What follows belongs to an exercise in optimizing a design on an open flow for small area, a short achievable clock period and few clock cycles per item; a production flow would make more cautious choices.
In this exercise RTL edits were held to simulation tests only and were not proved equivalent to the original.
Power figures rest on the tool's default switching activity, not on a simulated workload.

===== design.v =====
`default_nettype none
module alu_vec_pipe (
    input  logic         clk,
    input  logic         rst,
    input  logic         in_valid,
    output logic         in_ready,
    input  logic [3:0]   opcode,
    input  logic [3:0]   lane_mask,
    input  logic [63:0]  a,
    input  logic [63:0]  b,
    input  logic         signed_mode,
    output logic         out_valid,
    input  logic         out_ready,
    output logic [127:0] result,
    output logic [3:0]   a_greater,
    output logic [3:0]   a_equal,
    output logic [3:0]   a_less,
    output logic [3:0]   out_mask
);
    localparam logic [3:0] OP_ADD  = 4'd0;
    localparam logic [3:0] OP_SUB  = 4'd1;
    localparam logic [3:0] OP_MUL  = 4'd2;
    localparam logic [3:0] OP_AND  = 4'd3;
    localparam logic [3:0] OP_OR   = 4'd4;
    localparam logic [3:0] OP_XOR  = 4'd5;
    localparam logic [3:0] OP_NOT  = 4'd6;
    localparam logic [3:0] OP_SHL  = 4'd7;
    localparam logic [3:0] OP_SHR  = 4'd8;
    localparam logic [3:0] OP_MIN  = 4'd9;
    localparam logic [3:0] OP_MAX  = 4'd10;
    localparam logic [3:0] OP_PASS = 4'd11;
    localparam logic [3:0] OP_MAC  = 4'd12;
    localparam logic [3:0] OP_CLR  = 4'd13;
    logic sgn;
    assign sgn = signed_mode;
    logic v0, v1, go0, go1;
    assign go1      = ~v1 | out_ready;
    assign go0      = ~v0 | go1;
    assign in_ready = go0;
    always_ff @(posedge clk) begin
        if (rst) begin
            v0 <= 1'b0;
            v1 <= 1'b0;
        end else begin
            if (go0) v0 <= in_valid;
            if (go1) v1 <= v0;
        end
    end
    logic [3:0]  op_q;
    logic [3:0]  msk_q;
    logic [63:0] a_q, b_q;
    logic        sgn_q;
    always_ff @(posedge clk) begin
        if (go0) begin
            op_q  <= opcode;
            msk_q <= lane_mask;
            a_q   <= a;
            b_q   <= b;
            sgn_q <= sgn;
        end
    end
    wire acc_step = v0 & go1;
    logic [127:0] res_d;
    logic [3:0]   gt_d, eq_d, lt_d;
    for (genvar l = 0; l < 4; l++) begin : g_lane
        logic [15:0] ua, ub;
        logic [16:0] ax, bx;
        logic [31:0] axw, acc_q, mac_s, mac_c, prod;
        logic [17:0] addsub;
        logic [4:0]  sh;
        logic        a_lt, a_eq, s;
        logic [31:0] res;
        assign ua  = a_q[16*l +: 16];
        assign ub  = b_q[16*l +: 16];
        assign ax  = {sgn_q & ua[15], ua};
        assign bx  = {sgn_q & ub[15], ub};
        assign s   = ax[16];
        assign axw = {{15{s}}, ax};
        assign sh  = ub[4:0];
        csa_mac u_mac (
            .a(ax), .b(bx),
            .d((op_q == OP_MAC) ? acc_q : 32'd0),
            .s(mac_s), .c(mac_c)
        );
        assign prod = mac_s + mac_c;
        assign addsub = {ax[16], ax} + ((op_q == OP_SUB) ? ~{bx[16], bx} : {bx[16], bx})
                        + {17'd0, op_q == OP_SUB};
        assign a_lt = $signed(ax) < $signed(bx);
        assign a_eq = (ua == ub);
        always_comb begin
            case (op_q)
                OP_ADD, OP_SUB: res = {{14{addsub[17]}}, addsub};
                OP_MUL, OP_MAC: res = prod;
                OP_AND:  res = {{15{ax[16] & bx[16]}}, ax & bx};
                OP_OR:   res = {{15{ax[16] | bx[16]}}, ax | bx};
                OP_XOR:  res = {{15{ax[16] ^ bx[16]}}, ax ^ bx};
                OP_NOT:  res = {16'd0, ~ua};
                OP_SHL:  res = axw << sh;
                OP_SHR:  res = $signed(axw) >>> sh;
                OP_MIN:  res = a_lt ? axw : {{15{bx[16]}}, bx};
                OP_MAX:  res = a_lt ? {{15{bx[16]}}, bx} : axw;
                OP_PASS: res = {{15{bx[16]}}, bx};
                default: res = 32'd0;
            endcase
            if (!msk_q[l]) res = 32'd0;
        end
        always_ff @(posedge clk) begin
            if (rst)
                acc_q <= 32'd0;
            else if (acc_step & msk_q[l] & (op_q == OP_MAC))
                acc_q <= prod;
            else if (acc_step & msk_q[l] & (op_q == OP_CLR))
                acc_q <= 32'd0;
        end
        assign res_d[32*l +: 32] = res;
        assign lt_d[l] = msk_q[l] & a_lt;
        assign eq_d[l] = msk_q[l] & a_eq;
        assign gt_d[l] = msk_q[l] & ~a_lt & ~a_eq;
    end
    always_ff @(posedge clk) begin
        if (go1) begin
            result    <= res_d;
            a_greater <= gt_d;
            a_equal   <= eq_d;
            a_less    <= lt_d;
            out_mask  <= msk_q;
        end
    end
    assign out_valid = v1;
endmodule
module csa_mac (
    input  wire [16:0] a,
    input  wire [16:0] b,
    input  wire [31:0] d,
    output wire [31:0] s,
    output wire [31:0] c
);
    wire t1 = (a[0] & b[0]);
    wire t2 = (a[1] & b[0]);
    wire t3 = (a[2] & b[0]);
    wire t4 = (a[3] & b[0]);
    wire t5 = (a[4] & b[0]);
    wire t6 = (a[5] & b[0]);
    wire t7 = (a[6] & b[0]);
    wire t8 = (a[7] & b[0]);
    wire t9 = (a[8] & b[0]);
    wire t10 = (a[9] & b[0]);
    wire t11 = (a[10] & b[0]);
    wire t12 = (a[11] & b[0]);
    wire t13 = (a[12] & b[0]);
    wire t14 = (a[13] & b[0]);
    wire t15 = (a[14] & b[0]);
    wire t16 = (a[15] & b[0]);
    wire t17 = ~(a[16] & b[0]);
    wire t18 = (a[0] & b[1]);
    wire t19 = (a[1] & b[1]);
    wire t20 = (a[2] & b[1]);
    wire t21 = (a[3] & b[1]);
    wire t22 = (a[4] & b[1]);
    wire t23 = (a[5] & b[1]);
    wire t24 = (a[6] & b[1]);
    wire t25 = (a[7] & b[1]);
    wire t26 = (a[8] & b[1]);
    wire t27 = (a[9] & b[1]);
    wire t28 = (a[10] & b[1]);
    wire t29 = (a[11] & b[1]);
    wire t30 = (a[12] & b[1]);
    wire t31 = (a[13] & b[1]);
    wire t32 = (a[14] & b[1]);
    wire t33 = (a[15] & b[1]);
    wire t34 = ~(a[16] & b[1]);
    wire t35 = (a[0] & b[2]);
    wire t36 = (a[1] & b[2]);
    wire t37 = (a[2] & b[2]);
    wire t38 = (a[3] & b[2]);
    wire t39 = (a[4] & b[2]);
    wire t40 = (a[5] & b[2]);
    wire t41 = (a[6] & b[2]);
    wire t42 = (a[7] & b[2]);
    wire t43 = (a[8] & b[2]);
    wire t44 = (a[9] & b[2]);
    wire t45 = (a[10] & b[2]);
    wire t46 = (a[11] & b[2]);
    wire t47 = (a[12] & b[2]);
    wire t48 = (a[13] & b[2]);
    wire t49 = (a[14] & b[2]);
    wire t50 = (a[15] & b[2]);
    wire t51 = ~(a[16] & b[2]);
    wire t52 = (a[0] & b[3]);
    wire t53 = (a[1] & b[3]);
    wire t54 = (a[2] & b[3]);
    wire t55 = (a[3] & b[3]);
    wire t56 = (a[4] & b[3]);
    wire t57 = (a[5] & b[3]);
    wire t58 = (a[6] & b[3]);
    wire t59 = (a[7] & b[3]);
    wire t60 = (a[8] & b[3]);
    wire t61 = (a[9] & b[3]);
    wire t62 = (a[10] & b[3]);
    wire t63 = (a[11] & b[3]);
    wire t64 = (a[12] & b[3]);
    wire t65 = (a[13] & b[3]);
    wire t66 = (a[14] & b[3]);
    wire t67 = (a[15] & b[3]);
    wire t68 = ~(a[16] & b[3]);
    wire t69 = (a[0] & b[4]);
    wire t70 = (a[1] & b[4]);
    wire t71 = (a[2] & b[4]);
    wire t72 = (a[3] & b[4]);
    wire t73 = (a[4] & b[4]);
    wire t74 = (a[5] & b[4]);
    wire t75 = (a[6] & b[4]);
    wire t76 = (a[7] & b[4]);
    wire t77 = (a[8] & b[4]);
    wire t78 = (a[9] & b[4]);
    wire t79 = (a[10] & b[4]);
    wire t80 = (a[11] & b[4]);
    wire t81 = (a[12] & b[4]);
    wire t82 = (a[13] & b[4]);
    wire t83 = (a[14] & b[4]);
    wire t84 = (a[15] & b[4]);
    wire t85 = ~(a[16] & b[4]);
    wire t86 = (a[0] & b[5]);
    wire t87 = (a[1] & b[5]);
    wire t88 = (a[2] & b[5]);
    wire t89 = (a[3] & b[5]);
    wire t90 = (a[4] & b[5]);
    wire t91 = (a[5] & b[5]);
    wire t92 = (a[6] & b[5]);
    wire t93 = (a[7] & b[5]);
    wire t94 = (a[8] & b[5]);
    wire t95 = (a[9] & b[5]);
    wire t96 = (a[10] & b[5]);
    wire t97 = (a[11] & b[5]);
    wire t98 = (a[12] & b[5]);
    wire t99 = (a[13] & b[5]);
    wire t100 = (a[14] & b[5]);
    wire t101 = (a[15] & b[5]);
    wire t102 = ~(a[16] & b[5]);
    wire t103 = (a[0] & b[6]);
    wire t104 = (a[1] & b[6]);
    wire t105 = (a[2] & b[6]);
    wire t106 = (a[3] & b[6]);
    wire t107 = (a[4] & b[6]);
    wire t108 = (a[5] & b[6]);
    wire t109 = (a[6] & b[6]);
    wire t110 = (a[7] & b[6]);
    wire t111 = (a[8] & b[6]);
    wire t112 = (a[9] & b[6]);
    wire t113 = (a[10] & b[6]);
    wire t114 = (a[11] & b[6]);
    wire t115 = (a[12] & b[6]);
    wire t116 = (a[13] & b[6]);
    wire t117 = (a[14] & b[6]);
    wire t118 = (a[15] & b[6]);
    wire t119 = ~(a[16] & b[6]);
    wire t120 = (a[0] & b[7]);
    wire t121 = (a[1] & b[7]);
    wire t122 = (a[2] & b[7]);
    wire t123 = (a[3] & b[7]);
    wire t124 = (a[4] & b[7]);
    wire t125 = (a[5] & b[7]);
    wire t126 = (a[6] & b[7]);
    wire t127 = (a[7] & b[7]);
    wire t128 = (a[8] & b[7]);
    wire t129 = (a[9] & b[7]);
    wire t130 = (a[10] & b[7]);
    wire t131 = (a[11] & b[7]);
    wire t132 = (a[12] & b[7]);
    wire t133 = (a[13] & b[7]);
    wire t134 = (a[14] & b[7]);
    wire t135 = (a[15] & b[7]);
    wire t136 = ~(a[16] & b[7]);
    wire t137 = (a[0] & b[8]);
    wire t138 = (a[1] & b[8]);
    wire t139 = (a[2] & b[8]);
    wire t140 = (a[3] & b[8]);
    wire t141 = (a[4] & b[8]);
    wire t142 = (a[5] & b[8]);
    wire t143 = (a[6] & b[8]);
    wire t144 = (a[7] & b[8]);
    wire t145 = (a[8] & b[8]);
    wire t146 = (a[9] & b[8]);
    wire t147 = (a[10] & b[8]);
    wire t148 = (a[11] & b[8]);
    wire t149 = (a[12] & b[8]);
    wire t150 = (a[13] & b[8]);
    wire t151 = (a[14] & b[8]);
    wire t152 = (a[15] & b[8]);
    wire t153 = ~(a[16] & b[8]);
    wire t154 = (a[0] & b[9]);
    wire t155 = (a[1] & b[9]);
    wire t156 = (a[2] & b[9]);
    wire t157 = (a[3] & b[9]);
    wire t158 = (a[4] & b[9]);
    wire t159 = (a[5] & b[9]);
    wire t160 = (a[6] & b[9]);
    wire t161 = (a[7] & b[9]);
    wire t162 = (a[8] & b[9]);
    wire t163 = (a[9] & b[9]);
    wire t164 = (a[10] & b[9]);
    wire t165 = (a[11] & b[9]);
    wire t166 = (a[12] & b[9]);
    wire t167 = (a[13] & b[9]);
    wire t168 = (a[14] & b[9]);
    wire t169 = (a[15] & b[9]);
    wire t170 = ~(a[16] & b[9]);
    wire t171 = (a[0] & b[10]);
    wire t172 = (a[1] & b[10]);
    wire t173 = (a[2] & b[10]);
    wire t174 = (a[3] & b[10]);
    wire t175 = (a[4] & b[10]);
    wire t176 = (a[5] & b[10]);
    wire t177 = (a[6] & b[10]);
    wire t178 = (a[7] & b[10]);
    wire t179 = (a[8] & b[10]);
    wire t180 = (a[9] & b[10]);
    wire t181 = (a[10] & b[10]);
    wire t182 = (a[11] & b[10]);
    wire t183 = (a[12] & b[10]);
    wire t184 = (a[13] & b[10]);
    wire t185 = (a[14] & b[10]);
    wire t186 = (a[15] & b[10]);
    wire t187 = ~(a[16] & b[10]);
    wire t188 = (a[0] & b[11]);
    wire t189 = (a[1] & b[11]);
    wire t190 = (a[2] & b[11]);
    wire t191 = (a[3] & b[11]);
    wire t192 = (a[4] & b[11]);
    wire t193 = (a[5] & b[11]);
    wire t194 = (a[6] & b[11]);
    wire t195 = (a[7] & b[11]);
    wire t196 = (a[8] & b[11]);
    wire t197 = (a[9] & b[11]);
    wire t198 = (a[10] & b[11]);
    wire t199 = (a[11] & b[11]);
    wire t200 = (a[12] & b[11]);
    wire t201 = (a[13] & b[11]);
    wire t202 = (a[14] & b[11]);
    wire t203 = (a[15] & b[11]);
    wire t204 = ~(a[16] & b[11]);
    wire t205 = (a[0] & b[12]);
    wire t206 = (a[1] & b[12]);
    wire t207 = (a[2] & b[12]);
    wire t208 = (a[3] & b[12]);
    wire t209 = (a[4] & b[12]);
    wire t210 = (a[5] & b[12]);
    wire t211 = (a[6] & b[12]);
    wire t212 = (a[7] & b[12]);
    wire t213 = (a[8] & b[12]);
    wire t214 = (a[9] & b[12]);
    wire t215 = (a[10] & b[12]);
    wire t216 = (a[11] & b[12]);
    wire t217 = (a[12] & b[12]);
    wire t218 = (a[13] & b[12]);
    wire t219 = (a[14] & b[12]);
    wire t220 = (a[15] & b[12]);
    wire t221 = ~(a[16] & b[12]);
    wire t222 = (a[0] & b[13]);
    wire t223 = (a[1] & b[13]);
    wire t224 = (a[2] & b[13]);
    wire t225 = (a[3] & b[13]);
    wire t226 = (a[4] & b[13]);
    wire t227 = (a[5] & b[13]);
    wire t228 = (a[6] & b[13]);
    wire t229 = (a[7] & b[13]);
    wire t230 = (a[8] & b[13]);
    wire t231 = (a[9] & b[13]);
    wire t232 = (a[10] & b[13]);
    wire t233 = (a[11] & b[13]);
    wire t234 = (a[12] & b[13]);
    wire t235 = (a[13] & b[13]);
    wire t236 = (a[14] & b[13]);
    wire t237 = (a[15] & b[13]);
    wire t238 = ~(a[16] & b[13]);
    wire t239 = (a[0] & b[14]);
    wire t240 = (a[1] & b[14]);
    wire t241 = (a[2] & b[14]);
    wire t242 = (a[3] & b[14]);
    wire t243 = (a[4] & b[14]);
    wire t244 = (a[5] & b[14]);
    wire t245 = (a[6] & b[14]);
    wire t246 = (a[7] & b[14]);
    wire t247 = (a[8] & b[14]);
    wire t248 = (a[9] & b[14]);
    wire t249 = (a[10] & b[14]);
    wire t250 = (a[11] & b[14]);
    wire t251 = (a[12] & b[14]);
    wire t252 = (a[13] & b[14]);
    wire t253 = (a[14] & b[14]);
    wire t254 = (a[15] & b[14]);
    wire t255 = ~(a[16] & b[14]);
    wire t256 = (a[0] & b[15]);
    wire t257 = (a[1] & b[15]);
    wire t258 = (a[2] & b[15]);
    wire t259 = (a[3] & b[15]);
    wire t260 = (a[4] & b[15]);
    wire t261 = (a[5] & b[15]);
    wire t262 = (a[6] & b[15]);
    wire t263 = (a[7] & b[15]);
    wire t264 = (a[8] & b[15]);
    wire t265 = (a[9] & b[15]);
    wire t266 = (a[10] & b[15]);
    wire t267 = (a[11] & b[15]);
    wire t268 = (a[12] & b[15]);
    wire t269 = (a[13] & b[15]);
    wire t270 = (a[14] & b[15]);
    wire t271 = (a[15] & b[15]);
    wire t272 = ~(a[16] & b[15]);
    wire t273 = ~(a[0] & b[16]);
    wire t274 = ~(a[1] & b[16]);
    wire t275 = ~(a[2] & b[16]);
    wire t276 = ~(a[3] & b[16]);
    wire t277 = ~(a[4] & b[16]);
    wire t278 = ~(a[5] & b[16]);
    wire t279 = ~(a[6] & b[16]);
    wire t280 = ~(a[7] & b[16]);
    wire t281 = ~(a[8] & b[16]);
    wire t282 = ~(a[9] & b[16]);
    wire t283 = ~(a[10] & b[16]);
    wire t284 = ~(a[11] & b[16]);
    wire t285 = ~(a[12] & b[16]);
    wire t286 = ~(a[13] & b[16]);
    wire t287 = ~(a[14] & b[16]);
    wire t288 = ~(a[15] & b[16]);
    wire t289 = t13 ^ t29;
    wire t290 = t13 & t29;
    wire t291 = t14 ^ t30 ^ t46;
    wire t292 = (t14 & t30) | (t14 & t46) | (t30 & t46);
    wire t293 = t62 ^ t78;
    wire t294 = t62 & t78;
    wire t295 = t15 ^ t31 ^ t47;
    wire t296 = (t15 & t31) | (t15 & t47) | (t31 & t47);
    wire t297 = t63 ^ t79 ^ t95;
    wire t298 = (t63 & t79) | (t63 & t95) | (t79 & t95);
    wire t299 = t111 ^ t127;
    wire t300 = t111 & t127;
    wire t301 = t16 ^ t32 ^ t48;
    wire t302 = (t16 & t32) | (t16 & t48) | (t32 & t48);
    wire t303 = t64 ^ t80 ^ t96;
    wire t304 = (t64 & t80) | (t64 & t96) | (t80 & t96);
    wire t305 = t112 ^ t128 ^ t144;
    wire t306 = (t112 & t128) | (t112 & t144) | (t128 & t144);
    wire t307 = t160 ^ t176;
    wire t308 = t160 & t176;
    wire t309 = t17 ^ t33 ^ t49;
    wire t310 = (t17 & t33) | (t17 & t49) | (t33 & t49);
    wire t311 = t65 ^ t81 ^ t97;
    wire t312 = (t65 & t81) | (t65 & t97) | (t81 & t97);
    wire t313 = t113 ^ t129 ^ t145;
    wire t314 = (t113 & t129) | (t113 & t145) | (t129 & t145);
    wire t315 = t161 ^ t177 ^ t193;
    wire t316 = (t161 & t177) | (t161 & t193) | (t177 & t193);
    wire t317 = t209 ^ t225;
    wire t318 = t209 & t225;
    wire t319 = t34 ^ t50 ^ t66;
    wire t320 = (t34 & t50) | (t34 & t66) | (t50 & t66);
    wire t321 = t82 ^ t98 ^ t114;
    wire t322 = (t82 & t98) | (t82 & t114) | (t98 & t114);
    wire t323 = t130 ^ t146 ^ t162;
    wire t324 = (t130 & t146) | (t130 & t162) | (t146 & t162);
    wire t325 = t178 ^ t194 ^ t210;
    wire t326 = (t178 & t194) | (t178 & t210) | (t194 & t210);
    wire t327 = t226 ^ t242 ^ t258;
    wire t328 = (t226 & t242) | (t226 & t258) | (t242 & t258);
    wire t329 = t51 ^ t67 ^ t83;
    wire t330 = (t51 & t67) | (t51 & t83) | (t67 & t83);
    wire t331 = t99 ^ t115 ^ t131;
    wire t332 = (t99 & t115) | (t99 & t131) | (t115 & t131);
    wire t333 = t147 ^ t163 ^ t179;
    wire t334 = (t147 & t163) | (t147 & t179) | (t163 & t179);
    wire t335 = t195 ^ t211 ^ t227;
    wire t336 = (t195 & t211) | (t195 & t227) | (t211 & t227);
    wire t337 = t68 ^ t84 ^ t100;
    wire t338 = (t68 & t84) | (t68 & t100) | (t84 & t100);
    wire t339 = t116 ^ t132 ^ t148;
    wire t340 = (t116 & t132) | (t116 & t148) | (t132 & t148);
    wire t341 = t164 ^ t180 ^ t196;
    wire t342 = (t164 & t180) | (t164 & t196) | (t180 & t196);
    wire t343 = t85 ^ t101 ^ t117;
    wire t344 = (t85 & t101) | (t85 & t117) | (t101 & t117);
    wire t345 = t133 ^ t149 ^ t165;
    wire t346 = (t133 & t149) | (t133 & t165) | (t149 & t165);
    wire t347 = t102 ^ t118 ^ t134;
    wire t348 = (t102 & t118) | (t102 & t134) | (t118 & t134);
    wire t349 = t9 ^ t25;
    wire t350 = t9 & t25;
    wire t351 = t10 ^ t26 ^ t42;
    wire t352 = (t10 & t26) | (t10 & t42) | (t26 & t42);
    wire t353 = t58 ^ t74;
    wire t354 = t58 & t74;
    wire t355 = t11 ^ t27 ^ t43;
    wire t356 = (t11 & t27) | (t11 & t43) | (t27 & t43);
    wire t357 = t59 ^ t75 ^ t91;
    wire t358 = (t59 & t75) | (t59 & t91) | (t75 & t91);
    wire t359 = t107 ^ t123;
    wire t360 = t107 & t123;
    wire t361 = t12 ^ t28 ^ t44;
    wire t362 = (t12 & t28) | (t12 & t44) | (t28 & t44);
    wire t363 = t60 ^ t76 ^ t92;
    wire t364 = (t60 & t76) | (t60 & t92) | (t76 & t92);
    wire t365 = t108 ^ t124 ^ t140;
    wire t366 = (t108 & t124) | (t108 & t140) | (t124 & t140);
    wire t367 = t156 ^ t172;
    wire t368 = t156 & t172;
    wire t369 = t289 ^ t45 ^ t61;
    wire t370 = (t289 & t45) | (t289 & t61) | (t45 & t61);
    wire t371 = t77 ^ t93 ^ t109;
    wire t372 = (t77 & t93) | (t77 & t109) | (t93 & t109);
    wire t373 = t125 ^ t141 ^ t157;
    wire t374 = (t125 & t141) | (t125 & t157) | (t141 & t157);
    wire t375 = t173 ^ t189 ^ t205;
    wire t376 = (t173 & t189) | (t173 & t205) | (t189 & t205);
    wire t377 = t291 ^ t293 ^ t94;
    wire t378 = (t291 & t293) | (t291 & t94) | (t293 & t94);
    wire t379 = t110 ^ t126 ^ t142;
    wire t380 = (t110 & t126) | (t110 & t142) | (t126 & t142);
    wire t381 = t158 ^ t174 ^ t190;
    wire t382 = (t158 & t174) | (t158 & t190) | (t174 & t190);
    wire t383 = t206 ^ t222 ^ d[13];
    wire t384 = (t206 & t222) | (t206 & d[13]) | (t222 & d[13]);
    wire t385 = t295 ^ t297 ^ t299;
    wire t386 = (t295 & t297) | (t295 & t299) | (t297 & t299);
    wire t387 = t143 ^ t159 ^ t175;
    wire t388 = (t143 & t159) | (t143 & t175) | (t159 & t175);
    wire t389 = t191 ^ t207 ^ t223;
    wire t390 = (t191 & t207) | (t191 & t223) | (t207 & t223);
    wire t391 = t239 ^ d[14] ^ t292;
    wire t392 = (t239 & d[14]) | (t239 & t292) | (d[14] & t292);
    wire t393 = t301 ^ t303 ^ t305;
    wire t394 = (t301 & t303) | (t301 & t305) | (t303 & t305);
    wire t395 = t307 ^ t192 ^ t208;
    wire t396 = (t307 & t192) | (t307 & t208) | (t192 & t208);
    wire t397 = t224 ^ t240 ^ t256;
    wire t398 = (t224 & t240) | (t224 & t256) | (t240 & t256);
    wire t399 = d[15] ^ t296 ^ t298;
    wire t400 = (d[15] & t296) | (d[15] & t298) | (t296 & t298);
    wire t401 = t309 ^ t311 ^ t313;
    wire t402 = (t309 & t311) | (t309 & t313) | (t311 & t313);
    wire t403 = t315 ^ t317 ^ t241;
    wire t404 = (t315 & t317) | (t315 & t241) | (t317 & t241);
    wire t405 = t257 ^ t273 ^ d[16];
    wire t406 = (t257 & t273) | (t257 & d[16]) | (t273 & d[16]);
    wire t407 = t302 ^ t304 ^ t306;
    wire t408 = (t302 & t304) | (t302 & t306) | (t304 & t306);
    wire t409 = t319 ^ t321 ^ t323;
    wire t410 = (t319 & t321) | (t319 & t323) | (t321 & t323);
    wire t411 = t325 ^ t327 ^ t274;
    wire t412 = (t325 & t327) | (t325 & t274) | (t327 & t274);
    wire t413 = 1'b1 ^ d[17] ^ t310;
    wire t414 = (1'b1 & d[17]) | (1'b1 & t310) | (d[17] & t310);
    wire t415 = t312 ^ t314 ^ t316;
    wire t416 = (t312 & t314) | (t312 & t316) | (t314 & t316);
    wire t417 = t329 ^ t331 ^ t333;
    wire t418 = (t329 & t331) | (t329 & t333) | (t331 & t333);
    wire t419 = t335 ^ t243 ^ t259;
    wire t420 = (t335 & t243) | (t335 & t259) | (t243 & t259);
    wire t421 = t275 ^ d[18] ^ t320;
    wire t422 = (t275 & d[18]) | (t275 & t320) | (d[18] & t320);
    wire t423 = t322 ^ t324 ^ t326;
    wire t424 = (t322 & t324) | (t322 & t326) | (t324 & t326);
    wire t425 = t337 ^ t339 ^ t341;
    wire t426 = (t337 & t339) | (t337 & t341) | (t339 & t341);
    wire t427 = t212 ^ t228 ^ t244;
    wire t428 = (t212 & t228) | (t212 & t244) | (t228 & t244);
    wire t429 = t260 ^ t276 ^ d[19];
    wire t430 = (t260 & t276) | (t260 & d[19]) | (t276 & d[19]);
    wire t431 = t330 ^ t332 ^ t334;
    wire t432 = (t330 & t332) | (t330 & t334) | (t332 & t334);
    wire t433 = t343 ^ t345 ^ t181;
    wire t434 = (t343 & t345) | (t343 & t181) | (t345 & t181);
    wire t435 = t197 ^ t213 ^ t229;
    wire t436 = (t197 & t213) | (t197 & t229) | (t213 & t229);
    wire t437 = t245 ^ t261 ^ t277;
    wire t438 = (t245 & t261) | (t245 & t277) | (t261 & t277);
    wire t439 = d[20] ^ t338 ^ t340;
    wire t440 = (d[20] & t338) | (d[20] & t340) | (t338 & t340);
    wire t441 = t347 ^ t150 ^ t166;
    wire t442 = (t347 & t150) | (t347 & t166) | (t150 & t166);
    wire t443 = t182 ^ t198 ^ t214;
    wire t444 = (t182 & t198) | (t182 & t214) | (t198 & t214);
    wire t445 = t230 ^ t246 ^ t262;
    wire t446 = (t230 & t246) | (t230 & t262) | (t246 & t262);
    wire t447 = t278 ^ d[21] ^ t344;
    wire t448 = (t278 & d[21]) | (t278 & t344) | (d[21] & t344);
    wire t449 = t119 ^ t135 ^ t151;
    wire t450 = (t119 & t135) | (t119 & t151) | (t135 & t151);
    wire t451 = t167 ^ t183 ^ t199;
    wire t452 = (t167 & t183) | (t167 & t199) | (t183 & t199);
    wire t453 = t215 ^ t231 ^ t247;
    wire t454 = (t215 & t231) | (t215 & t247) | (t231 & t247);
    wire t455 = t263 ^ t279 ^ d[22];
    wire t456 = (t263 & t279) | (t263 & d[22]) | (t279 & d[22]);
    wire t457 = t136 ^ t152 ^ t168;
    wire t458 = (t136 & t152) | (t136 & t168) | (t152 & t168);
    wire t459 = t184 ^ t200 ^ t216;
    wire t460 = (t184 & t200) | (t184 & t216) | (t200 & t216);
    wire t461 = t232 ^ t248 ^ t264;
    wire t462 = (t232 & t248) | (t232 & t264) | (t248 & t264);
    wire t463 = t153 ^ t169 ^ t185;
    wire t464 = (t153 & t169) | (t153 & t185) | (t169 & t185);
    wire t465 = t201 ^ t217 ^ t233;
    wire t466 = (t201 & t217) | (t201 & t233) | (t217 & t233);
    wire t467 = t170 ^ t186 ^ t202;
    wire t468 = (t170 & t186) | (t170 & t202) | (t186 & t202);
    wire t469 = t6 ^ t22;
    wire t470 = t6 & t22;
    wire t471 = t7 ^ t23 ^ t39;
    wire t472 = (t7 & t23) | (t7 & t39) | (t23 & t39);
    wire t473 = t55 ^ t71;
    wire t474 = t55 & t71;
    wire t475 = t8 ^ t24 ^ t40;
    wire t476 = (t8 & t24) | (t8 & t40) | (t24 & t40);
    wire t477 = t56 ^ t72 ^ t88;
    wire t478 = (t56 & t72) | (t56 & t88) | (t72 & t88);
    wire t479 = t104 ^ t120;
    wire t480 = t104 & t120;
    wire t481 = t349 ^ t41 ^ t57;
    wire t482 = (t349 & t41) | (t349 & t57) | (t41 & t57);
    wire t483 = t73 ^ t89 ^ t105;
    wire t484 = (t73 & t89) | (t73 & t105) | (t89 & t105);
    wire t485 = t121 ^ t137 ^ d[8];
    wire t486 = (t121 & t137) | (t121 & d[8]) | (t137 & d[8]);
    wire t487 = t351 ^ t353 ^ t90;
    wire t488 = (t351 & t353) | (t351 & t90) | (t353 & t90);
    wire t489 = t106 ^ t122 ^ t138;
    wire t490 = (t106 & t122) | (t106 & t138) | (t122 & t138);
    wire t491 = t154 ^ d[9] ^ t350;
    wire t492 = (t154 & d[9]) | (t154 & t350) | (d[9] & t350);
    wire t493 = t355 ^ t357 ^ t359;
    wire t494 = (t355 & t357) | (t355 & t359) | (t357 & t359);
    wire t495 = t139 ^ t155 ^ t171;
    wire t496 = (t139 & t155) | (t139 & t171) | (t155 & t171);
    wire t497 = d[10] ^ t352 ^ t354;
    wire t498 = (d[10] & t352) | (d[10] & t354) | (t352 & t354);
    wire t499 = t361 ^ t363 ^ t365;
    wire t500 = (t361 & t363) | (t361 & t365) | (t363 & t365);
    wire t501 = t367 ^ t188 ^ d[11];
    wire t502 = (t367 & t188) | (t367 & d[11]) | (t188 & d[11]);
    wire t503 = t356 ^ t358 ^ t360;
    wire t504 = (t356 & t358) | (t356 & t360) | (t358 & t360);
    wire t505 = t369 ^ t371 ^ t373;
    wire t506 = (t369 & t371) | (t369 & t373) | (t371 & t373);
    wire t507 = t375 ^ d[12] ^ t362;
    wire t508 = (t375 & d[12]) | (t375 & t362) | (d[12] & t362);
    wire t509 = t364 ^ t366 ^ t368;
    wire t510 = (t364 & t366) | (t364 & t368) | (t366 & t368);
    wire t511 = t377 ^ t379 ^ t381;
    wire t512 = (t377 & t379) | (t377 & t381) | (t379 & t381);
    wire t513 = t383 ^ t290 ^ t370;
    wire t514 = (t383 & t290) | (t383 & t370) | (t290 & t370);
    wire t515 = t372 ^ t374 ^ t376;
    wire t516 = (t372 & t374) | (t372 & t376) | (t374 & t376);
    wire t517 = t385 ^ t387 ^ t389;
    wire t518 = (t385 & t387) | (t385 & t389) | (t387 & t389);
    wire t519 = t391 ^ t294 ^ t378;
    wire t520 = (t391 & t294) | (t391 & t378) | (t294 & t378);
    wire t521 = t380 ^ t382 ^ t384;
    wire t522 = (t380 & t382) | (t380 & t384) | (t382 & t384);
    wire t523 = t393 ^ t395 ^ t397;
    wire t524 = (t393 & t395) | (t393 & t397) | (t395 & t397);
    wire t525 = t399 ^ t300 ^ t386;
    wire t526 = (t399 & t300) | (t399 & t386) | (t300 & t386);
    wire t527 = t388 ^ t390 ^ t392;
    wire t528 = (t388 & t390) | (t388 & t392) | (t390 & t392);
    wire t529 = t401 ^ t403 ^ t405;
    wire t530 = (t401 & t403) | (t401 & t405) | (t403 & t405);
    wire t531 = t407 ^ t308 ^ t394;
    wire t532 = (t407 & t308) | (t407 & t394) | (t308 & t394);
    wire t533 = t396 ^ t398 ^ t400;
    wire t534 = (t396 & t398) | (t396 & t400) | (t398 & t400);
    wire t535 = t409 ^ t411 ^ t413;
    wire t536 = (t409 & t411) | (t409 & t413) | (t411 & t413);
    wire t537 = t415 ^ t318 ^ t402;
    wire t538 = (t415 & t318) | (t415 & t402) | (t318 & t402);
    wire t539 = t404 ^ t406 ^ t408;
    wire t540 = (t404 & t406) | (t404 & t408) | (t406 & t408);
    wire t541 = t417 ^ t419 ^ t421;
    wire t542 = (t417 & t419) | (t417 & t421) | (t419 & t421);
    wire t543 = t423 ^ t328 ^ t410;
    wire t544 = (t423 & t328) | (t423 & t410) | (t328 & t410);
    wire t545 = t412 ^ t414 ^ t416;
    wire t546 = (t412 & t414) | (t412 & t416) | (t414 & t416);
    wire t547 = t425 ^ t427 ^ t429;
    wire t548 = (t425 & t427) | (t425 & t429) | (t427 & t429);
    wire t549 = t431 ^ t336 ^ t418;
    wire t550 = (t431 & t336) | (t431 & t418) | (t336 & t418);
    wire t551 = t420 ^ t422 ^ t424;
    wire t552 = (t420 & t422) | (t420 & t424) | (t422 & t424);
    wire t553 = t433 ^ t435 ^ t437;
    wire t554 = (t433 & t435) | (t433 & t437) | (t435 & t437);
    wire t555 = t439 ^ t342 ^ t426;
    wire t556 = (t439 & t342) | (t439 & t426) | (t342 & t426);
    wire t557 = t428 ^ t430 ^ t432;
    wire t558 = (t428 & t430) | (t428 & t432) | (t430 & t432);
    wire t559 = t441 ^ t443 ^ t445;
    wire t560 = (t441 & t443) | (t441 & t445) | (t443 & t445);
    wire t561 = t447 ^ t346 ^ t434;
    wire t562 = (t447 & t346) | (t447 & t434) | (t346 & t434);
    wire t563 = t436 ^ t438 ^ t440;
    wire t564 = (t436 & t438) | (t436 & t440) | (t438 & t440);
    wire t565 = t449 ^ t451 ^ t453;
    wire t566 = (t449 & t451) | (t449 & t453) | (t451 & t453);
    wire t567 = t455 ^ t348 ^ t442;
    wire t568 = (t455 & t348) | (t455 & t442) | (t348 & t442);
    wire t569 = t444 ^ t446 ^ t448;
    wire t570 = (t444 & t446) | (t444 & t448) | (t446 & t448);
    wire t571 = t457 ^ t459 ^ t461;
    wire t572 = (t457 & t459) | (t457 & t461) | (t459 & t461);
    wire t573 = t280 ^ d[23] ^ t450;
    wire t574 = (t280 & d[23]) | (t280 & t450) | (d[23] & t450);
    wire t575 = t452 ^ t454 ^ t456;
    wire t576 = (t452 & t454) | (t452 & t456) | (t454 & t456);
    wire t577 = t463 ^ t465 ^ t249;
    wire t578 = (t463 & t465) | (t463 & t249) | (t465 & t249);
    wire t579 = t265 ^ t281 ^ d[24];
    wire t580 = (t265 & t281) | (t265 & d[24]) | (t281 & d[24]);
    wire t581 = t458 ^ t460 ^ t462;
    wire t582 = (t458 & t460) | (t458 & t462) | (t460 & t462);
    wire t583 = t467 ^ t218 ^ t234;
    wire t584 = (t467 & t218) | (t467 & t234) | (t218 & t234);
    wire t585 = t250 ^ t266 ^ t282;
    wire t586 = (t250 & t266) | (t250 & t282) | (t266 & t282);
    wire t587 = d[25] ^ t464 ^ t466;
    wire t588 = (d[25] & t464) | (d[25] & t466) | (t464 & t466);
    wire t589 = t187 ^ t203 ^ t219;
    wire t590 = (t187 & t203) | (t187 & t219) | (t203 & t219);
    wire t591 = t235 ^ t251 ^ t267;
    wire t592 = (t235 & t251) | (t235 & t267) | (t251 & t267);
    wire t593 = t283 ^ d[26] ^ t468;
    wire t594 = (t283 & d[26]) | (t283 & t468) | (d[26] & t468);
    wire t595 = t204 ^ t220 ^ t236;
    wire t596 = (t204 & t220) | (t204 & t236) | (t220 & t236);
    wire t597 = t252 ^ t268 ^ t284;
    wire t598 = (t252 & t268) | (t252 & t284) | (t268 & t284);
    wire t599 = t221 ^ t237 ^ t253;
    wire t600 = (t221 & t237) | (t221 & t253) | (t237 & t253);
    wire t601 = t4 ^ t20;
    wire t602 = t4 & t20;
    wire t603 = t5 ^ t21 ^ t37;
    wire t604 = (t5 & t21) | (t5 & t37) | (t21 & t37);
    wire t605 = t53 ^ t69;
    wire t606 = t53 & t69;
    wire t607 = t469 ^ t38 ^ t54;
    wire t608 = (t469 & t38) | (t469 & t54) | (t38 & t54);
    wire t609 = t70 ^ t86 ^ d[5];
    wire t610 = (t70 & t86) | (t70 & d[5]) | (t86 & d[5]);
    wire t611 = t471 ^ t473 ^ t87;
    wire t612 = (t471 & t473) | (t471 & t87) | (t473 & t87);
    wire t613 = t103 ^ d[6] ^ t470;
    wire t614 = (t103 & d[6]) | (t103 & t470) | (d[6] & t470);
    wire t615 = t475 ^ t477 ^ t479;
    wire t616 = (t475 & t477) | (t475 & t479) | (t477 & t479);
    wire t617 = d[7] ^ t472 ^ t474;
    wire t618 = (d[7] & t472) | (d[7] & t474) | (t472 & t474);
    wire t619 = t481 ^ t483 ^ t485;
    wire t620 = (t481 & t483) | (t481 & t485) | (t483 & t485);
    wire t621 = t476 ^ t478 ^ t480;
    wire t622 = (t476 & t478) | (t476 & t480) | (t478 & t480);
    wire t623 = t487 ^ t489 ^ t491;
    wire t624 = (t487 & t489) | (t487 & t491) | (t489 & t491);
    wire t625 = t482 ^ t484 ^ t486;
    wire t626 = (t482 & t484) | (t482 & t486) | (t484 & t486);
    wire t627 = t493 ^ t495 ^ t497;
    wire t628 = (t493 & t495) | (t493 & t497) | (t495 & t497);
    wire t629 = t488 ^ t490 ^ t492;
    wire t630 = (t488 & t490) | (t488 & t492) | (t490 & t492);
    wire t631 = t499 ^ t501 ^ t503;
    wire t632 = (t499 & t501) | (t499 & t503) | (t501 & t503);
    wire t633 = t494 ^ t496 ^ t498;
    wire t634 = (t494 & t496) | (t494 & t498) | (t496 & t498);
    wire t635 = t505 ^ t507 ^ t509;
    wire t636 = (t505 & t507) | (t505 & t509) | (t507 & t509);
    wire t637 = t500 ^ t502 ^ t504;
    wire t638 = (t500 & t502) | (t500 & t504) | (t502 & t504);
    wire t639 = t511 ^ t513 ^ t515;
    wire t640 = (t511 & t513) | (t511 & t515) | (t513 & t515);
    wire t641 = t506 ^ t508 ^ t510;
    wire t642 = (t506 & t508) | (t506 & t510) | (t508 & t510);
    wire t643 = t517 ^ t519 ^ t521;
    wire t644 = (t517 & t519) | (t517 & t521) | (t519 & t521);
    wire t645 = t512 ^ t514 ^ t516;
    wire t646 = (t512 & t514) | (t512 & t516) | (t514 & t516);
    wire t647 = t523 ^ t525 ^ t527;
    wire t648 = (t523 & t525) | (t523 & t527) | (t525 & t527);
    wire t649 = t518 ^ t520 ^ t522;
    wire t650 = (t518 & t520) | (t518 & t522) | (t520 & t522);
    wire t651 = t529 ^ t531 ^ t533;
    wire t652 = (t529 & t531) | (t529 & t533) | (t531 & t533);
    wire t653 = t524 ^ t526 ^ t528;
    wire t654 = (t524 & t526) | (t524 & t528) | (t526 & t528);
    wire t655 = t535 ^ t537 ^ t539;
    wire t656 = (t535 & t537) | (t535 & t539) | (t537 & t539);
    wire t657 = t530 ^ t532 ^ t534;
    wire t658 = (t530 & t532) | (t530 & t534) | (t532 & t534);
    wire t659 = t541 ^ t543 ^ t545;
    wire t660 = (t541 & t543) | (t541 & t545) | (t543 & t545);
    wire t661 = t536 ^ t538 ^ t540;
    wire t662 = (t536 & t538) | (t536 & t540) | (t538 & t540);
    wire t663 = t547 ^ t549 ^ t551;
    wire t664 = (t547 & t549) | (t547 & t551) | (t549 & t551);
    wire t665 = t542 ^ t544 ^ t546;
    wire t666 = (t542 & t544) | (t542 & t546) | (t544 & t546);
    wire t667 = t553 ^ t555 ^ t557;
    wire t668 = (t553 & t555) | (t553 & t557) | (t555 & t557);
    wire t669 = t548 ^ t550 ^ t552;
    wire t670 = (t548 & t550) | (t548 & t552) | (t550 & t552);
    wire t671 = t559 ^ t561 ^ t563;
    wire t672 = (t559 & t561) | (t559 & t563) | (t561 & t563);
    wire t673 = t554 ^ t556 ^ t558;
    wire t674 = (t554 & t556) | (t554 & t558) | (t556 & t558);
    wire t675 = t565 ^ t567 ^ t569;
    wire t676 = (t565 & t567) | (t565 & t569) | (t567 & t569);
    wire t677 = t560 ^ t562 ^ t564;
    wire t678 = (t560 & t562) | (t560 & t564) | (t562 & t564);
    wire t679 = t571 ^ t573 ^ t575;
    wire t680 = (t571 & t573) | (t571 & t575) | (t573 & t575);
    wire t681 = t566 ^ t568 ^ t570;
    wire t682 = (t566 & t568) | (t566 & t570) | (t568 & t570);
    wire t683 = t577 ^ t579 ^ t581;
    wire t684 = (t577 & t579) | (t577 & t581) | (t579 & t581);
    wire t685 = t572 ^ t574 ^ t576;
    wire t686 = (t572 & t574) | (t572 & t576) | (t574 & t576);
    wire t687 = t583 ^ t585 ^ t587;
    wire t688 = (t583 & t585) | (t583 & t587) | (t585 & t587);
    wire t689 = t578 ^ t580 ^ t582;
    wire t690 = (t578 & t580) | (t578 & t582) | (t580 & t582);
    wire t691 = t589 ^ t591 ^ t593;
    wire t692 = (t589 & t591) | (t589 & t593) | (t591 & t593);
    wire t693 = t584 ^ t586 ^ t588;
    wire t694 = (t584 & t586) | (t584 & t588) | (t586 & t588);
    wire t695 = t595 ^ t597 ^ d[27];
    wire t696 = (t595 & t597) | (t595 & d[27]) | (t597 & d[27]);
    wire t697 = t590 ^ t592 ^ t594;
    wire t698 = (t590 & t592) | (t590 & t594) | (t592 & t594);
    wire t699 = t599 ^ t269 ^ t285;
    wire t700 = (t599 & t269) | (t599 & t285) | (t269 & t285);
    wire t701 = d[28] ^ t596 ^ t598;
    wire t702 = (d[28] & t596) | (d[28] & t598) | (t596 & t598);
    wire t703 = t238 ^ t254 ^ t270;
    wire t704 = (t238 & t254) | (t238 & t270) | (t254 & t270);
    wire t705 = t286 ^ d[29] ^ t600;
    wire t706 = (t286 & d[29]) | (t286 & t600) | (d[29] & t600);
    wire t707 = t255 ^ t271 ^ t287;
    wire t708 = (t255 & t271) | (t255 & t287) | (t271 & t287);
    wire t709 = t3 ^ t19;
    wire t710 = t3 & t19;
    wire t711 = t601 ^ t36 ^ t52;
    wire t712 = (t601 & t36) | (t601 & t52) | (t36 & t52);
    wire t713 = t603 ^ t605 ^ d[4];
    wire t714 = (t603 & t605) | (t603 & d[4]) | (t605 & d[4]);
    wire t715 = t607 ^ t609 ^ t604;
    wire t716 = (t607 & t609) | (t607 & t604) | (t609 & t604);
    wire t717 = t611 ^ t613 ^ t608;
    wire t718 = (t611 & t613) | (t611 & t608) | (t613 & t608);
    wire t719 = t615 ^ t617 ^ t612;
    wire t720 = (t615 & t617) | (t615 & t612) | (t617 & t612);
    wire t721 = t619 ^ t621 ^ t616;
    wire t722 = (t619 & t621) | (t619 & t616) | (t621 & t616);
    wire t723 = t623 ^ t625 ^ t620;
    wire t724 = (t623 & t625) | (t623 & t620) | (t625 & t620);
    wire t725 = t627 ^ t629 ^ t624;
    wire t726 = (t627 & t629) | (t627 & t624) | (t629 & t624);
    wire t727 = t631 ^ t633 ^ t628;
    wire t728 = (t631 & t633) | (t631 & t628) | (t633 & t628);
    wire t729 = t635 ^ t637 ^ t632;
    wire t730 = (t635 & t637) | (t635 & t632) | (t637 & t632);
    wire t731 = t639 ^ t641 ^ t636;
    wire t732 = (t639 & t641) | (t639 & t636) | (t641 & t636);
    wire t733 = t643 ^ t645 ^ t640;
    wire t734 = (t643 & t645) | (t643 & t640) | (t645 & t640);
    wire t735 = t647 ^ t649 ^ t644;
    wire t736 = (t647 & t649) | (t647 & t644) | (t649 & t644);
    wire t737 = t651 ^ t653 ^ t648;
    wire t738 = (t651 & t653) | (t651 & t648) | (t653 & t648);
    wire t739 = t655 ^ t657 ^ t652;
    wire t740 = (t655 & t657) | (t655 & t652) | (t657 & t652);
    wire t741 = t659 ^ t661 ^ t656;
    wire t742 = (t659 & t661) | (t659 & t656) | (t661 & t656);
    wire t743 = t663 ^ t665 ^ t660;
    wire t744 = (t663 & t665) | (t663 & t660) | (t665 & t660);
    wire t745 = t667 ^ t669 ^ t664;
    wire t746 = (t667 & t669) | (t667 & t664) | (t669 & t664);
    wire t747 = t671 ^ t673 ^ t668;
    wire t748 = (t671 & t673) | (t671 & t668) | (t673 & t668);
    wire t749 = t675 ^ t677 ^ t672;
    wire t750 = (t675 & t677) | (t675 & t672) | (t677 & t672);
    wire t751 = t679 ^ t681 ^ t676;
    wire t752 = (t679 & t681) | (t679 & t676) | (t681 & t676);
    wire t753 = t683 ^ t685 ^ t680;
    wire t754 = (t683 & t685) | (t683 & t680) | (t685 & t680);
    wire t755 = t687 ^ t689 ^ t684;
    wire t756 = (t687 & t689) | (t687 & t684) | (t689 & t684);
    wire t757 = t691 ^ t693 ^ t688;
    wire t758 = (t691 & t693) | (t691 & t688) | (t693 & t688);
    wire t759 = t695 ^ t697 ^ t692;
    wire t760 = (t695 & t697) | (t695 & t692) | (t697 & t692);
    wire t761 = t699 ^ t701 ^ t696;
    wire t762 = (t699 & t701) | (t699 & t696) | (t701 & t696);
    wire t763 = t703 ^ t705 ^ t700;
    wire t764 = (t703 & t705) | (t703 & t700) | (t705 & t700);
    wire t765 = t707 ^ d[30] ^ t704;
    wire t766 = (t707 & d[30]) | (t707 & t704) | (d[30] & t704);
    wire t767 = t272 ^ t288 ^ d[31];
    wire t768 = (t272 & t288) | (t272 & d[31]) | (t288 & d[31]);
    wire t769 = t2 ^ t18;
    wire t770 = t2 & t18;
    wire t771 = t709 ^ t35 ^ d[2];
    wire t772 = (t709 & t35) | (t709 & d[2]) | (t35 & d[2]);
    wire t773 = t711 ^ d[3] ^ t710;
    wire t774 = (t711 & d[3]) | (t711 & t710) | (d[3] & t710);
    wire t775 = t713 ^ t602 ^ t712;
    wire t776 = (t713 & t602) | (t713 & t712) | (t602 & t712);
    wire t777 = t715 ^ t606 ^ t714;
    wire t778 = (t715 & t606) | (t715 & t714) | (t606 & t714);
    wire t779 = t717 ^ t610 ^ t716;
    wire t780 = (t717 & t610) | (t717 & t716) | (t610 & t716);
    wire t781 = t719 ^ t614 ^ t718;
    wire t782 = (t719 & t614) | (t719 & t718) | (t614 & t718);
    wire t783 = t721 ^ t618 ^ t720;
    wire t784 = (t721 & t618) | (t721 & t720) | (t618 & t720);
    wire t785 = t723 ^ t622 ^ t722;
    wire t786 = (t723 & t622) | (t723 & t722) | (t622 & t722);
    wire t787 = t725 ^ t626 ^ t724;
    wire t788 = (t725 & t626) | (t725 & t724) | (t626 & t724);
    wire t789 = t727 ^ t630 ^ t726;
    wire t790 = (t727 & t630) | (t727 & t726) | (t630 & t726);
    wire t791 = t729 ^ t634 ^ t728;
    wire t792 = (t729 & t634) | (t729 & t728) | (t634 & t728);
    wire t793 = t731 ^ t638 ^ t730;
    wire t794 = (t731 & t638) | (t731 & t730) | (t638 & t730);
    wire t795 = t733 ^ t642 ^ t732;
    wire t796 = (t733 & t642) | (t733 & t732) | (t642 & t732);
    wire t797 = t735 ^ t646 ^ t734;
    wire t798 = (t735 & t646) | (t735 & t734) | (t646 & t734);
    wire t799 = t737 ^ t650 ^ t736;
    wire t800 = (t737 & t650) | (t737 & t736) | (t650 & t736);
    wire t801 = t739 ^ t654 ^ t738;
    wire t802 = (t739 & t654) | (t739 & t738) | (t654 & t738);
    wire t803 = t741 ^ t658 ^ t740;
    wire t804 = (t741 & t658) | (t741 & t740) | (t658 & t740);
    wire t805 = t743 ^ t662 ^ t742;
    wire t806 = (t743 & t662) | (t743 & t742) | (t662 & t742);
    wire t807 = t745 ^ t666 ^ t744;
    wire t808 = (t745 & t666) | (t745 & t744) | (t666 & t744);
    wire t809 = t747 ^ t670 ^ t746;
    wire t810 = (t747 & t670) | (t747 & t746) | (t670 & t746);
    wire t811 = t749 ^ t674 ^ t748;
    wire t812 = (t749 & t674) | (t749 & t748) | (t674 & t748);
    wire t813 = t751 ^ t678 ^ t750;
    wire t814 = (t751 & t678) | (t751 & t750) | (t678 & t750);
    wire t815 = t753 ^ t682 ^ t752;
    wire t816 = (t753 & t682) | (t753 & t752) | (t682 & t752);
    wire t817 = t755 ^ t686 ^ t754;
    wire t818 = (t755 & t686) | (t755 & t754) | (t686 & t754);
    wire t819 = t757 ^ t690 ^ t756;
    wire t820 = (t757 & t690) | (t757 & t756) | (t690 & t756);
    wire t821 = t759 ^ t694 ^ t758;
    wire t822 = (t759 & t694) | (t759 & t758) | (t694 & t758);
    wire t823 = t761 ^ t698 ^ t760;
    wire t824 = (t761 & t698) | (t761 & t760) | (t698 & t760);
    wire t825 = t763 ^ t702 ^ t762;
    wire t826 = (t763 & t702) | (t763 & t762) | (t702 & t762);
    wire t827 = t765 ^ t706 ^ t764;
    wire t828 = (t765 & t706) | (t765 & t764) | (t706 & t764);
    wire t829 = t767 ^ t708 ^ t766;
    wire t830 = (t767 & t708) | (t767 & t766) | (t708 & t766);
    assign s[0] = t1;
    assign c[0] = d[0];
    assign s[1] = t769;
    assign c[1] = d[1];
    assign s[2] = t771;
    assign c[2] = t770;
    assign s[3] = t773;
    assign c[3] = t772;
    assign s[4] = t775;
    assign c[4] = t774;
    assign s[5] = t777;
    assign c[5] = t776;
    assign s[6] = t779;
    assign c[6] = t778;
    assign s[7] = t781;
    assign c[7] = t780;
    assign s[8] = t783;
    assign c[8] = t782;
    assign s[9] = t785;
    assign c[9] = t784;
    assign s[10] = t787;
    assign c[10] = t786;
    assign s[11] = t789;
    assign c[11] = t788;
    assign s[12] = t791;
    assign c[12] = t790;
    assign s[13] = t793;
    assign c[13] = t792;
    assign s[14] = t795;
    assign c[14] = t794;
    assign s[15] = t797;
    assign c[15] = t796;
    assign s[16] = t799;
    assign c[16] = t798;
    assign s[17] = t801;
    assign c[17] = t800;
    assign s[18] = t803;
    assign c[18] = t802;
    assign s[19] = t805;
    assign c[19] = t804;
    assign s[20] = t807;
    assign c[20] = t806;
    assign s[21] = t809;
    assign c[21] = t808;
    assign s[22] = t811;
    assign c[22] = t810;
    assign s[23] = t813;
    assign c[23] = t812;
    assign s[24] = t815;
    assign c[24] = t814;
    assign s[25] = t817;
    assign c[25] = t816;
    assign s[26] = t819;
    assign c[26] = t818;
    assign s[27] = t821;
    assign c[27] = t820;
    assign s[28] = t823;
    assign c[28] = t822;
    assign s[29] = t825;
    assign c[29] = t824;
    assign s[30] = t827;
    assign c[30] = t826;
    assign s[31] = t829;
    assign c[31] = t828;
endmodule
`default_nettype wire

===== constraint.sdc =====
create_clock -name core_clock -period 11.0 [get_ports {clk}]
set_input_delay 2.2000 -clock core_clock [delete_from_list [all_inputs] [get_ports {clk}]]
set_output_delay 2.2000 -clock core_clock [all_outputs]
set_load 0.01 [all_outputs]

===== config.mk =====
export PLATFORM = sky130hd
export DESIGN_NAME = alu_vec_pipe
export DESIGN_NICKNAME = alu_vec_pipe
export VERILOG_FILES = /design/flow/design.v
export SDC_FILE = /design/flow/constraint.sdc
export NUM_CORES = 4
export LEC_CHECK = 0
export CAP_MARGIN = 20
export CORE_MARGIN = 2
export CORE_UTILIZATION = 40
export PLACE_DENSITY = 0.6
export SLEW_MARGIN = 20

===== run.sh =====
#!/bin/bash
# synth_recipe.tcl (not shown) runs the flow's synth.tcl, then flattens the netlist and writes it again
# the make line also repeats each setting of config.mk as NAME=value (left out here)
make -C /OpenROAD-flow-scripts/flow DESIGN_CONFIG=/design/flow/config.mk WORK_HOME=/design/flow/orfs CLKGATE_MAP_FILE= SYNTH_SCRIPT=/design/flow/synth_recipe.tcl finish

==> metrics list <==
* Crit Reg-Reg Endpoint: result[79]$_SDFFCE_PN0N_
* Share of async-settable or async-resettable flops after synthesis: 0
- Summing all multi-input logic gate instances after layout gives 0.05160 mm2.
- The critical path is of the reg2reg type.
* Overflow after GRT: 0
- In this run the register-to-register setup slack is 3.00 ns.
* Reg2Reg Launch Point: op_q[0]$_DFFE_PP_
- Number of fill cells in the layout: 17045
* Antenna violations before repair: 11
- After the last flow step, the layout net total stands at 9768.
- Setup violations remaining at the end of the flow were counted as 0.
- Clock-pin slew reported for the worst setup and hold paths after clock tree synthesis: 0.07 ns
* Delay of the slowest cell on the worst path: 0.95 ns
* Final critical-path share of the clock period: 0.7275
- Post-detailed-routing wire length: 297.4 mm
- IO Pins: 287
* Maximum number of pins on one net before global-route repair: 100
- Before antenna repair, the detailed router went through 10 iterations.
- Post-CTS resize count: 0
- For this run, the total global-route usage over all layers was measured as 0.3306.
- The sequential cells in the finished layout cover a total of 0.01104 mm2.
- The floorplan has 153 rows.
- The die is 420.9 um wide.
- I/O Buffers: 286
- Counting every instance in the synthesized netlist gives 8122.
* Placer congestion estimate: 0.9910
* Placeable core region: 0.1732 mm2
- DRT antenna net count: 0
- STA classifies the critical path startpoint as a register.
* Number of DRC violations after detailed routing: 0
- Result of the run: finished clean
- Counting every net in the synthesized netlist gives 9743.
- For this configuration, the core starts out at a cell density of 0.4013.
* Crit-path most repeated cell: sky130_fd_sc_hd__fa_1
* Global-route wire length before repair: 436.4 mm
- Layout-stage area growth over the synthesis result: 10.48%
- The slowest stage of the critical path is the sky130_fd_sc_hd__a221oi_1 cell.
* Total setup buffers inserted after CTS: 0
- Data arrival time at the worst-slack endpoint: 8.44 ns
* Crit path to: result[79]$_SDFFCE_PN0N_
- Post-synth EDFFs: 281
- Max IR drop VDD: 438.9 uV
* TritonCTS clock tree: done
- In the synthesized netlist the dominant register cell turns out to be sky130_fd_sc_hd__edfxtp_1.
* Max capacitance violation total: 0
* Max-slew headroom: 0.1785
- In this run, distinct cell masters in the synthesized netlist total 99.
- Between clock sinks in the finished design, the worst skew comes to 0.06364 ns.
- Dividing the synthesized area by the synthesized cell count gives 8.561 um2.
- Overall die area: 0.1772 mm2
- The H-tree generated during clock tree synthesis spans 2 levels.
* Clock Latency Late Sink: 0.74 ns
* Critical path endpoint category: register
* Launching instance or port of the critical path: op_q[0]$_DFFE_PP_
- The final count of hold timing violations came to 0.
- Summed over all failing endpoints, the final setup total negative slack is 0 ns.
* Fraction of layout cells with a size suffix above 1: 0.06028
- R2R cell count: 22
- For this block, the initial DRC count from the detailed router was 8058.
* Total count of max-transition violations in the final report: 0
* Total CTS buffers: 57
- Buffers from clock root to sink, at most: 3
* Transition time of the tightest slew-check pin: 1.230 ns
- Die height: 420.9 um
- Overall power consumption after layout is estimated at 24.54 mW.
- Estimated wirelength of the detail-placed design: 215.3 mm
- For this run, the number of Yosys warnings is 1.
- Ratio of routed vias to standard cells: 6.047
- The share of the Yosys chip area taken by registers is 0.1588.
- Number of clock sinks: 411
- Across all layers, the routed design uses 63643 vias.
- Power spread over the standard cell area amounts to 319.5 mW/mm2.
- Counting flops and latches in the post-synthesis netlist gives 411.
* Setup slack at placement: 3.085 ns
- Routed length per placed instance: 28.25 um
- Walking the worst path, the cells encountered are buf_4 > nor2_4 > buf_4 > buf_4 > and3_1 > fa_1 > fa_1 > inv_1 > fa_1 > fa_1 > inv_1 > ha_1 > and3_1 > nand3_1 > or3_1 > a31oi_4 > nand2_1 > nand2b_1 > a21oi_1 > xnor2_1 > a221oi_1 > nor2_1.
- Largest driver fanout on the critical path: 49
- Number of buffers inserted for hold repair after clock tree synthesis: 0
- Maximum clock rate: 125.0 MHz
* Post-Synthesis Cell Area: 0.06953 mm2
- The via count of the first global-routing pass came to 64751.
- Critical path data required time: 11.44 ns
- Setup repair after global routing left no endpoint under its margin.
* Leakage Power: 35.45 nW
* Min Tclk post-route: 8.003 ns
- Worst min-delay path category: reg2reg
* Final setup slack of the worst path: 2.997 ns
- Clock root buffer: sky130_fd_sc_hd__clkbuf_16
[stage by stage]
stage | util | area (um2) | hold WS, ns | std cells
finish | 0.4434 | 76820 | 0.4743 | 10524
global route | 0.4434 | 76820 | 0.4963 | 10524
global placement | 0.4323 | 74890 | 0.4519 | 10413
CTS | 0.4433 | 76790 | 0.4767 | 10520
floorplan | - | 69530 | 0.4168 | 8122
detailed placement | 0.4323 | 74890 | 0.4504 | 10413
[critical path, delay by kind of cell, from the launching register on]
| family | cells | cell delay (ns) |
|---|---|---|
| flip-flops | 1 | 0.36 |
| buffers and inverters | 5 | 1.62 |
| XOR/XNOR | 1 | 0.38 |
| adder cells (fa/ha/maj) | 5 | 2.33 |
| AO/OA/AOI/OAI | 3 | 1.40 |
| AND/OR/NAND/NOR | 8 | 1.58 |
[cell type report]
type                       instances  area share
multi-input combinational       5868      0.6718
timing repair buffer             487     0.05709
inverter                        1322     0.06466
antenna                            4   0.0001303
clock inverter                    41    0.005750
tap                             2325     0.03787
clock buffer                      66     0.01901
sequential                       411      0.1437
[worst min path at each step]
stage	startpoint	to	slack, ns	cells past startpoint
finish	g_lane[2].acc_q[24]$_SDFFE_PP0P_	g_lane[2].acc_q[24]$_SDFFE_PP0P_	0.47	2
global route	g_lane[0].acc_q[12]$_SDFFE_PP0P_	g_lane[0].acc_q[12]$_SDFFE_PP0P_	0.50	1
CTS	g_lane[2].acc_q[24]$_SDFFE_PP0P_	g_lane[2].acc_q[24]$_SDFFE_PP0P_	0.48	2
detailed placement	g_lane[2].acc_q[24]$_SDFFE_PP0P_	g_lane[2].acc_q[24]$_SDFFE_PP0P_	0.45	2
global placement	g_lane[2].acc_q[24]$_SDFFE_PP0P_	g_lane[2].acc_q[24]$_SDFFE_PP0P_	0.45	2
floorplan	g_lane[2].acc_q[29]$_SDFFE_PP0P_	g_lane[2].acc_q[29]$_SDFFE_PP0P_	0.42	2
[metal layers]
metal / GRT usage / wire length (um) / vias to the layer above
li1: - / - / 26668
met1: 0.4201 / 111600 / 31722
met2: 0.5067 / 129700 / 4150
met3: 0.06768 / 31310 / 1097
met4: 0.2259 / 24740 / 6
met5: 0 / 37 / -
[state kept, by name, indices dropped and copies added (netlist names)]
signal        cells
out_mask          4
b_q              64
v1                1
a_q              64
a_less            4
v0                1
a_greater         4
result          128
msk_q             4
sgn_q             1
g_lane.acc_q    128
op_q              4
a_equal           4
[kinds of logic after synthesis]
family	count (synthesis)	share of synthesized area
and+or+nand+nor	2384	0.1433
DFF	411	0.1588
adders and majority gates	1480	0.3760
AOI/OAI and AO/OA	1563	0.1506
muxes	203	0.04079
xor gates and xnor gates	238	0.02998
buffers and inverters	1843	0.1005
[cell usage after synthesis, drive strengths merged, types with 63 or more instances]
cell type / instances / area share
mux2i: 106 / 0.015
a31oi: 63 / 0.0059
ha: 464 / 0.083
a21o: 102 / 0.011
fa: 1016 / 0.29
edfxtp: 281 / 0.12
a221oi: 115 / 0.014
inv: 1293 / 0.070
and3: 100 / 0.0090
buf: 136 / 0.0083
a21oi: 407 / 0.030
a22oi: 156 / 0.017
clkbuf: 385 / 0.021
nand3: 66 / 0.0048
dfxtp: 130 / 0.037
o21ai: 302 / 0.022
xnor2: 178 / 0.022
nand2: 889 / 0.048
nor2: 1070 / 0.058
[cell usage in the layout (no fill, tap or decap), types with 23 or more instances in the layout]
| master | netlist | routed |
|---|---|---|
| sky130_fd_sc_hd__clkbuf_16 | 0 | 57 |
| sky130_fd_sc_hd__clkdlybuf4s50_1 | 0 | 285 |
| sky130_fd_sc_hd__nand2b_1 | 44 | 44 |
| sky130_fd_sc_hd__a211o_1 | 28 | 28 |
| sky130_fd_sc_hd__edfxtp_1 | 281 | 281 |
| sky130_fd_sc_hd__nand4_1 | 25 | 25 |
| sky130_fd_sc_hd__mux4_2 | 60 | 60 |
| sky130_fd_sc_hd__o21ai_0 | 287 | 287 |
| sky130_fd_sc_hd__nand3_1 | 65 | 65 |
| sky130_fd_sc_hd__xor2_1 | 60 | 60 |
| sky130_fd_sc_hd__nand2_1 | 889 | 886 |
| sky130_fd_sc_hd__clkinv_1 | 29 | 35 |
| sky130_fd_sc_hd__a22o_1 | 24 | 24 |
| sky130_fd_sc_hd__o211ai_1 | 31 | 31 |
| sky130_fd_sc_hd__a211oi_1 | 53 | 53 |
| sky130_fd_sc_hd__a21oi_1 | 402 | 400 |
| sky130_fd_sc_hd__and3_1 | 100 | 97 |
| sky130_fd_sc_hd__nor2_1 | 1070 | 1069 |
| sky130_fd_sc_hd__ha_1 | 464 | 462 |
| sky130_fd_sc_hd__a221o_1 | 26 | 26 |
| sky130_fd_sc_hd__inv_2 | 23 | 23 |
| sky130_fd_sc_hd__buf_4 | 4 | 200 |
| sky130_fd_sc_hd__and2_1 | 29 | 24 |
| sky130_fd_sc_hd__o2111ai_1 | 27 | 27 |
| sky130_fd_sc_hd__dfxtp_1 | 130 | 130 |
| sky130_fd_sc_hd__a31oi_1 | 62 | 62 |
| sky130_fd_sc_hd__nor2b_1 | 35 | 34 |
| sky130_fd_sc_hd__a21o_1 | 99 | 99 |
| sky130_fd_sc_hd__o22ai_1 | 43 | 43 |
| sky130_fd_sc_hd__o21a_1 | 23 | 23 |
| sky130_fd_sc_hd__mux2_2 | 37 | 37 |
| sky130_fd_sc_hd__a221oi_1 | 115 | 115 |
| sky130_fd_sc_hd__nor3_1 | 53 | 51 |
| sky130_fd_sc_hd__xnor2_1 | 178 | 178 |
| sky130_fd_sc_hd__fa_1 | 1016 | 1016 |
| sky130_fd_sc_hd__inv_1 | 1270 | 1269 |
| sky130_fd_sc_hd__mux2i_1 | 104 | 102 |
| sky130_fd_sc_hd__a22oi_1 | 156 | 156 |
[where the power goes]
part           switching, mW  total (mW)  leakage, nW  internal (mW)
Clock                  0.864        1.95        0.919           1.09
Sequential             0.143        2.02         4.18           1.88
Combinational           12.9        20.6         30.4           7.67
Total                   13.9        24.5         35.4           10.6
Testbench counts, summed over its fixed seeds: cycles 16,016, items 16,000.

==> re-timing with driven ports <==
How much do the figures lean on ideal ports? The routed layout below was timed once more, with nothing changed but the port constraints. Step 1: set_driving_cell puts a clkbuf_16 on clk and a buf_2 on each other input, an assumption about the parent block. Step 2 moves the port delays by t, midway between the first and last clock arrival at a register: inputs arrive t later, outputs are due t later. That takes back most of the time a late clock gives input paths. a / b / c = no drivers / after step 1 / after step 2; a / b = the first two.
shift t [ns]: 0.786
setup WS [ns]: 2.997 / 2.997 / 2.997
worst register clock-pin slew, ns: 0.08 / 0.08
After both steps setup and hold are still met in this run. The setup slack of this run moves by 0.000 ns with the drivers and by 0.000 ns with both steps.
